This is an optimization exercise on Yosys and OpenROAD, whose aim is small area and a short achievable clock period, not a production implementation. Where RTL was checked, it was by simulation tests only, not by an equivalence proof against the original. Only the layout flow was run in run 2; the RTL was not checked for function there. Power is estimated from default activity; no workload was simulated.

## flow/design.v (module list and top-level ports; edited modules follow where they fit)
// module twiddle_gen: 96 lines
// module cmplx_mult_scale: 1954 lines
// module csa_fa: 10 lines
// module csa_ha: 9 lines
// module twiddle_mult: 26 lines
module twiddle_mult
#(
    parameter int DATA_W    = 32,
    parameter int START_CNT = 64
) (
    input  logic              clk,
    input  logic              rst_n,
    input  logic [7:0]        cnt,
    input  logic [DATA_W-1:0] data_in,
    output logic [DATA_W-1:0] data_out
);
  // ...
==> flow/flow/run.sh <==
#!/bin/bash
# Standard layout, except that the port buffers are buf_4 cells instead of the
# default choice (a slow delay buffer). Every port still gets its own buffer.
set -euo pipefail
export BUFFER_PORTS_ARGS="-buffer_cell sky130_fd_sc_hd__buf_4"
bash standard.sh finish > standard_finish.log 2>&1
==> flow/standard.sh <==
#!/bin/bash
# synth_recipe.tcl (not shown) runs the flow's synth.tcl, then flattens the netlist and writes it again
# the make line also repeats each setting of config.mk as NAME=value (left out here)
make -C /OpenROAD-flow-scripts/flow DESIGN_CONFIG=/design/flow/config.mk WORK_HOME=/design/flow/orfs CLKGATE_MAP_FILE= SYNTH_SCRIPT=/design/flow/synth_recipe.tcl "${@:-finish}"
==> flow/config.mk <==
export PLATFORM = sky130hd
export DESIGN_NAME = twiddle_mult
export DESIGN_NICKNAME = twiddle_mult
export VERILOG_FILES = /design/flow/design.v
export SDC_FILE = /design/flow/constraint.sdc
export NUM_CORES = 4
export LEC_CHECK = 0
export CAP_MARGIN = 20
export CORE_MARGIN = 2
export CORE_UTILIZATION = 40
export SETUP_SLACK_MARGIN = 3.3
export SLEW_MARGIN = 20
export SYNTH_HIERARCHICAL = 1
export SYNTH_MINIMUM_KEEP_SIZE = 0
export TNS_END_PERCENT = 100
==> flow/constraint.sdc <==
create_clock -name core_clock -period 8.0 [get_ports {clk}]
set_input_delay 1.6000 -clock core_clock [delete_from_list [all_inputs] [get_ports {clk}]]
set_output_delay 1.6000 -clock core_clock [all_outputs]
set_load 0.01 [all_outputs]
==> results.txt, run 1 <==
* Status: timing/DRC/antenna clean
* Crit Path Class: register to output pin
* Global route total overflow at 0
* Cell total after placement at 2640
* Io pins at 74
* Fill cells at 4831
* Die footprint at 0.05294 mm²
* Final core utilization at 0.4335
* Layout clock buffers at 22
* Final worst-path cycle share at 0.5598
* WL met3 at 5.542 mm
* CP Depth at 8
* Initial Util at 0.4067
* Most frequent cells in the layout: xnor2_1, fa_1, a22oi_1
* Max-slew violation count at 0
* Drt total wl at 69.14 mm
* Row cnt at 82
* # nets final at 2443
* Met2 wire len at 33.20 mm
* Signal buf overhead at 0.03582
* Worst min path class: register to register
* Critical path endpoint: data_out[12]
* Setup crit end kind: output pin
* H-tree Lvls at 4
* Commonest non-fill, non-tap cell in the layout: xnor2_1
* Final setup vio count at 0
* Placed instance area at 0.02116 mm²
==> run 2: changes to the inputs <==
--- a/flow/design.v
+++ b/flow/design.v
@@ -1733,32 +1733,32 @@
     assign im_w78 = (((ci_s1[4] & a[9]) | (ci_s2[4] & a[8])) ^ ci_ng[4]);
     assign im_w79 = (((ci_s1[4] & a[10]) | (ci_s2[4] & a[9])) ^ ci_ng[4]);
     assign im_w80 = (((ci_s1[4] & a[11]) | (ci_s2[4] & a[10])) ^ ci_ng[4]);
     assign im_w81 = (((ci_s1[4] & a[12]) | (ci_s2[4] & a[11])) ^ ci_ng[4]);
     assign im_w82 = (((ci_s1[4] & a[13]) | (ci_s2[4] & a[12])) ^ ci_ng[4]);
     assign im_w83 = (((ci_s1[4] & a[14]) | (ci_s2[4] & a[13])) ^ ci_ng[4]);
     assign im_w84 = (((ci_s1[4] & a[15]) | (ci_s2[4] & a[14])) ^ ci_ng[4]);
     assign im_w85 = ~(((ci_s1[4] & a[15]) | (ci_s2[4] & a[15])) ^ ci_ng[4]);
-    assign im_w86 = ((ci_s1[5] & ~a[0]));
-    assign im_w87 = ((ci_s1[5] & ~a[1]));
-    assign im_w88 = ((ci_s1[5] & ~a[2]));
-    assign im_w89 = ((ci_s1[5] & ~a[3]));
-    assign im_w90 = ((ci_s1[5] & ~a[4]));
-    assign im_w91 = ((ci_s1[5] & ~a[5]));
-    assign im_w92 = ((ci_s1[5] & ~a[6]));
-    assign im_w93 = ((ci_s1[5] & ~a[7]));
-    assign im_w94 = ((ci_s1[5] & ~a[8]));
-    assign im_w95 = ((ci_s1[5] & ~a[9]));
-    assign im_w96 = ((ci_s1[5] & ~a[10]));
-    assign im_w97 = ((ci_s1[5] & ~a[11]));
-    assign im_w98 = ((ci_s1[5] & ~a[12]));
-    assign im_w99 = ((ci_s1[5] & ~a[13]));
-    assign im_w100 = ((ci_s1[5] & ~a[14]));
-    assign im_w101 = ((ci_s1[5] & ~a[15]));
+    assign im_w86 = (((ci_s1[5] & a[0])) ^ ci_ng[5]);
+    assign im_w87 = (((ci_s1[5] & a[1])) ^ ci_ng[5]);
+    assign im_w88 = (((ci_s1[5] & a[2])) ^ ci_ng[5]);
+    assign im_w89 = (((ci_s1[5] & a[3])) ^ ci_ng[5]);
+    assign im_w90 = (((ci_s1[5] & a[4])) ^ ci_ng[5]);
+    assign im_w91 = (((ci_s1[5] & a[5])) ^ ci_ng[5]);
+    assign im_w92 = (((ci_s1[5] & a[6])) ^ ci_ng[5]);
+    assign im_w93 = (((ci_s1[5] & a[7])) ^ ci_ng[5]);
+    assign im_w94 = (((ci_s1[5] & a[8])) ^ ci_ng[5]);
+    assign im_w95 = (((ci_s1[5] & a[9])) ^ ci_ng[5]);
+    assign im_w96 = (((ci_s1[5] & a[10])) ^ ci_ng[5]);
+    assign im_w97 = (((ci_s1[5] & a[11])) ^ ci_ng[5]);
+    assign im_w98 = (((ci_s1[5] & a[12])) ^ ci_ng[5]);
+    assign im_w99 = (((ci_s1[5] & a[13])) ^ ci_ng[5]);
+    assign im_w100 = (((ci_s1[5] & a[14])) ^ ci_ng[5]);
+    assign im_w101 = (((ci_s1[5] & a[15])) ^ ci_ng[5]);
     assign im_w102 = (((cr_s1[0] & b[0])) ^ cr_ng[0]);
     assign im_w103 = (((cr_s1[0] & b[1]) | (cr_s2[0] & b[0])) ^ cr_ng[0]);
     assign im_w104 = (((cr_s1[0] & b[2]) | (cr_s2[0] & b[1])) ^ cr_ng[0]);
     assign im_w105 = (((cr_s1[0] & b[3]) | (cr_s2[0] & b[2])) ^ cr_ng[0]);
     assign im_w106 = (((cr_s1[0] & b[4]) | (cr_s2[0] & b[3])) ^ cr_ng[0]);
     assign im_w107 = (((cr_s1[0] & b[5]) | (cr_s2[0] & b[4])) ^ cr_ng[0]);
     assign im_w108 = (((cr_s1[0] & b[6]) | (cr_s2[0] & b[5])) ^ cr_ng[0]);
     assign im_w109 = (((cr_s1[0] & b[7]) | (cr_s2[0] & b[6])) ^ cr_ng[0]);
==> flow/run.sh (new file) <==
#!/bin/bash
# synth_recipe.tcl (not shown) runs the flow's synth.tcl, then flattens the netlist and writes it again
# the make line also repeats each setting of config.mk as NAME=value (left out here)
make -C /OpenROAD-flow-scripts/flow DESIGN_CONFIG=/design/flow/config.mk WORK_HOME=/design/flow/orfs CLKGATE_MAP_FILE= SYNTH_SCRIPT=/design/flow/synth_recipe.tcl finish
==> flow/config.mk (replaced) <==
export PLATFORM = sky130hd
export DESIGN_NAME = twiddle_mult
export DESIGN_NICKNAME = twiddle_mult
export VERILOG_FILES = /design/flow/design.v
export SDC_FILE = /design/flow/constraint.sdc
export NUM_CORES = 4
export LEC_CHECK = 0
export CAP_MARGIN = 20
export CORE_MARGIN = 2
export CORE_UTILIZATION = 40
export SETUP_SLACK_MARGIN = 3
export SLEW_MARGIN = 20
export SYNTH_HIERARCHICAL = 1
export SYNTH_MINIMUM_KEEP_SIZE = 0
export TNS_END_PERCENT = 100
removed: flow/flow/run.sh
removed: flow/standard.sh
==> run 2 against run 1 <==
Register-to-register slack worse by 170 ps. Combinational power up 5.2%. Non-clock buffer count up 16. Sequential power about the same. Still clean on timing, DRC and antenna. Highest routed layer is now met5.
==> results.txt, run 2 <==
* Setup TNS after final layout at 0 ps (unchanged)
* Placed instance area at 0.02140 mm² (was 0.02116 mm²)
* Hold depth at 4 (was 3)
* Total power at 6.697 mW (was 6.527 mW)
* Final instance area at 0.02194 mm² (was 0.02179 mm²)
* IO Port Bufs at 73 (unchanged)
* CTS root buf: clkbuf_16 (unchanged)
* Global route total overflow at 0 (unchanged)
* Vias in the first global route at 18.11k (about the same)
* Wire length of the first global-routing pass at 108.2 mm (was 107.3 mm)
* # clock sinks at 121 (unchanged)
* Core area at 0.05017 mm² (was 0.05027 mm²)
* All-Layer GR Usage at 0.2681 (was 0.2648)
* Cell total after placement at 2649 (was 2640)
* Mapped Cells at 2076 (was 2087)
* Cts repair resizes at 41 (was 1)
* Io pins at 74 (unchanged)
* CTS tree: yes (unchanged)
* CP Launch Type: input port (was register)
* Fmax at 203.7 MHz (was 223.3 MHz)
* Max-slew violation count at 0 (unchanged)
* Layout cells sized above 1 at 0.08014 (was 0.09695)
* Fin. Hold Viols at 0 (unchanged)
* Die Ht at 229.5 µm (was 230.1 µm)
* Worst min path class: register to register (unchanged)
* Fill cells at 4821 (was 4831)
* Die footprint at 0.05267 mm² (was 0.05294 mm²)
* Maxcap violations at 0 (unchanged)
* Antenna Nets Post-Route at 0 (unchanged)
* Initial Util at 0.4054 (was 0.4067)
* Slew HR at 0.2447 (was 0.2524)
* R2R depth at 7 (unchanged)
* R2R Setup Slk at 3850 ps (was 4020 ps)
* Largest net degree at the start of global routing at 50 (was 37)
* Via count at 16.70k (was 16.67k)
* Crit Path Class: input port to register (was register to output pin)
* Row cnt at 82 (unchanged)
* Final core utilization at 0.4373 (was 0.4335)
* Unrepaired setup endpoints after global routing: yes (was no)
* CP max-delay cell: fa_1 (was dfxtp_1)
* H-tree Lvls at 4 (unchanged)
* Initial DRC count at 1815 (was 1787)
* Synthesis-to-layout area growth at 7.868% (was 6.591%)
* Ant. Diodes at 0 (was 3)
* DR WL/cell at 25.89 µm (was 25.84 µm)
* Most frequent cells in the layout: xnor2_1, fa_1, a22oi_1 (unchanged)
* CP Cell Sequence: clkdlybuf4s50_1 > buf_4 > a22oi_1 > xnor2_1 > fa_1 > fa_1 > fa_1 > fa_1 > fa_1 (was ha_1 > a21oi_1 > o21ai_0 > a21oi_1 > a21boi_0 > o21ai_0 > nor3b_1 > buf_4)
* CP max stage delay at 600 ps (was 460 ps)
* Critical path arrival at 5220 ps (was 2880 ps)
* Worst Skew at 16.42 ps (was 17.53 ps)
* VDD IR max at 0.0001358 V (was 0.0001413 V)
* Setup crit end kind: register (was output pin)
* Final worst-path cycle share at 0.6136 (was 0.5598)
* Post-CTS Setup Bufs at 0 (unchanged)
* Crit path top cell by count: fa_1
* Req. time, crit path at 8320 ps (was 6400 ps)
* Status: timing/DRC/antenna clean (unchanged)
* Die X at 229.5 µm (was 230.1 µm)
* Post-Syn Area at 0.02034 mm² (was 0.02045 mm²)
* Inserted Clock Buffers at 17 (unchanged)
* Fin cells at 2681 (was 2676)
* Pre-antenna DRT Iters at 6 (unchanged)
* DRC viols at 0 (unchanged)
* Routed vias/inst at 6.229 (was 6.228)
* Drt total wl at 69.40 mm (was 69.14 mm)
* Worst-Skew Late Latency at 460 ps (about the same)
* Synth Area per Inst at 9.797 µm² (about the same)
* Cts hold-fix bufs at 0 (unchanged)
* Commonest non-fill, non-tap cell in the layout: xnor2_1 (unchanged)
* Clock Pin Slew Worst Setup and Hold Paths at 60 ps (about the same)
* Yosys Warn Count at 8 (unchanged)
* CTS Buffer Depth at 2 (unchanged)
* Pwr dens at 305.2 mW/mm² (was 299.5 mW/mm²)
* Leakage at 8.205 nW (was 8.256 nW)
* Crit Path Max Fanout at 22 (was 5)
* Routability Congestion at 0.9050 (was 0.8981)
* Initial antenna violation count at 1 (was 3)
* Post-DP HPWL at 45.54 mm (was 45.45 mm)
* Crit path time final at 4909 ps (was 4478 ps)
* Worst-margin pin slew at 1125 ps (was 1114 ps)
* # nets final at 2451 (was 2443)
* Final setup vio count at 0 (unchanged)
run 2: report_power, final:
group          internal [mW]  leakage, nW  switching [mW]
sequential             0.905         1.02           0.167
clock                  0.426        0.266           0.320
combinational           2.22         6.92            2.66
total                   3.55         8.21            3.15
run 2: critical path, delay by kind of cell:
kind,cells,cell delay (ps)
compound gates,1,180
buf+inv,2,820
xor+xnor,1,210
fa+ha+maj,5,2400
run 2: cell type report:
type	count	area [µm²]	share of cell area
Tap cell	672	840.8	0.03833
Sequential cell	121	2451	0.1117
Multi-Input combinational cell	1721	16990	0.7743
Clock buffer	18	429.2	0.01956
Inverter	16	60.06	0.002738
Timing Repair Buffer	119	1045	0.04762
Clock inverter	14	125.1	0.005703
run 2: routing by layer:
layer  vias up  share of wire  GRT usage
li1       7023              -          -
met1      8502           0.41     0.3564
met2      1015           0.45     0.4160
met3       158           0.10    0.06760
met4         2          0.042     0.1096
met5         -        0.00017          0
run 2: worst paths after layout:
path | end | start
setup / recovery | i_cmplx_mult_scale.re_yq[7] | data_in[21]
hold / removal | i_cmplx_mult_scale.re_xq[0] | i_twiddle_gen.mci_ng[2]
setup reg to reg | i_cmplx_mult_scale.re_yq[14] | i_twiddle_gen.cr_s1[1]
hold reg to reg | i_cmplx_mult_scale.re_xq[0] | i_twiddle_gen.mci_ng[2]
run 2: per-stage QoR:
stage	hold WS, ps	worst slack [ps]
after detailed placement	1247	2106
after global placement	1228	2126
final	1272	3091
after floorplan	873.3	3401
after CTS	1257	2997
after global routing	1317	2981

## port drivers added, routing unchanged
No port has a modelled driver above. Below, the same layouts with a new extraction and two added sets of constraints.
Step 1 sets driving cells, clkbuf_16 on the clock port and buf_2 on the other inputs (assumed; they add their load-dependent delay and slew).
Step 2, shift: input delay + t, output delay - t, t = (earliest + latest rising clock arrival at the registers) / 2. This alone moves slack from input paths to output paths.
Three values: ideal, step 1, step 2; two values: the first two.
run	shift t [ns]	slack for setup (ns)	worst hold slack (ns)	latest minus earliest clock arrival (ns)	worst slew at a driven data input, ns
run 1	0.507	3.522 / 3.464 / 3.022	1.231 / 1.231 / 1.231	0.018 / 0.018	0.14
run 2	0.507	3.091 / 3.105 / 2.614	1.272 / 1.272 / 1.272	0.018 / 0.018	0.08
After both steps every run listed still meets setup and hold. The setup slack of run 1, which loses most, moves by -0.058 ns with the drivers and by -0.500 ns with both steps.
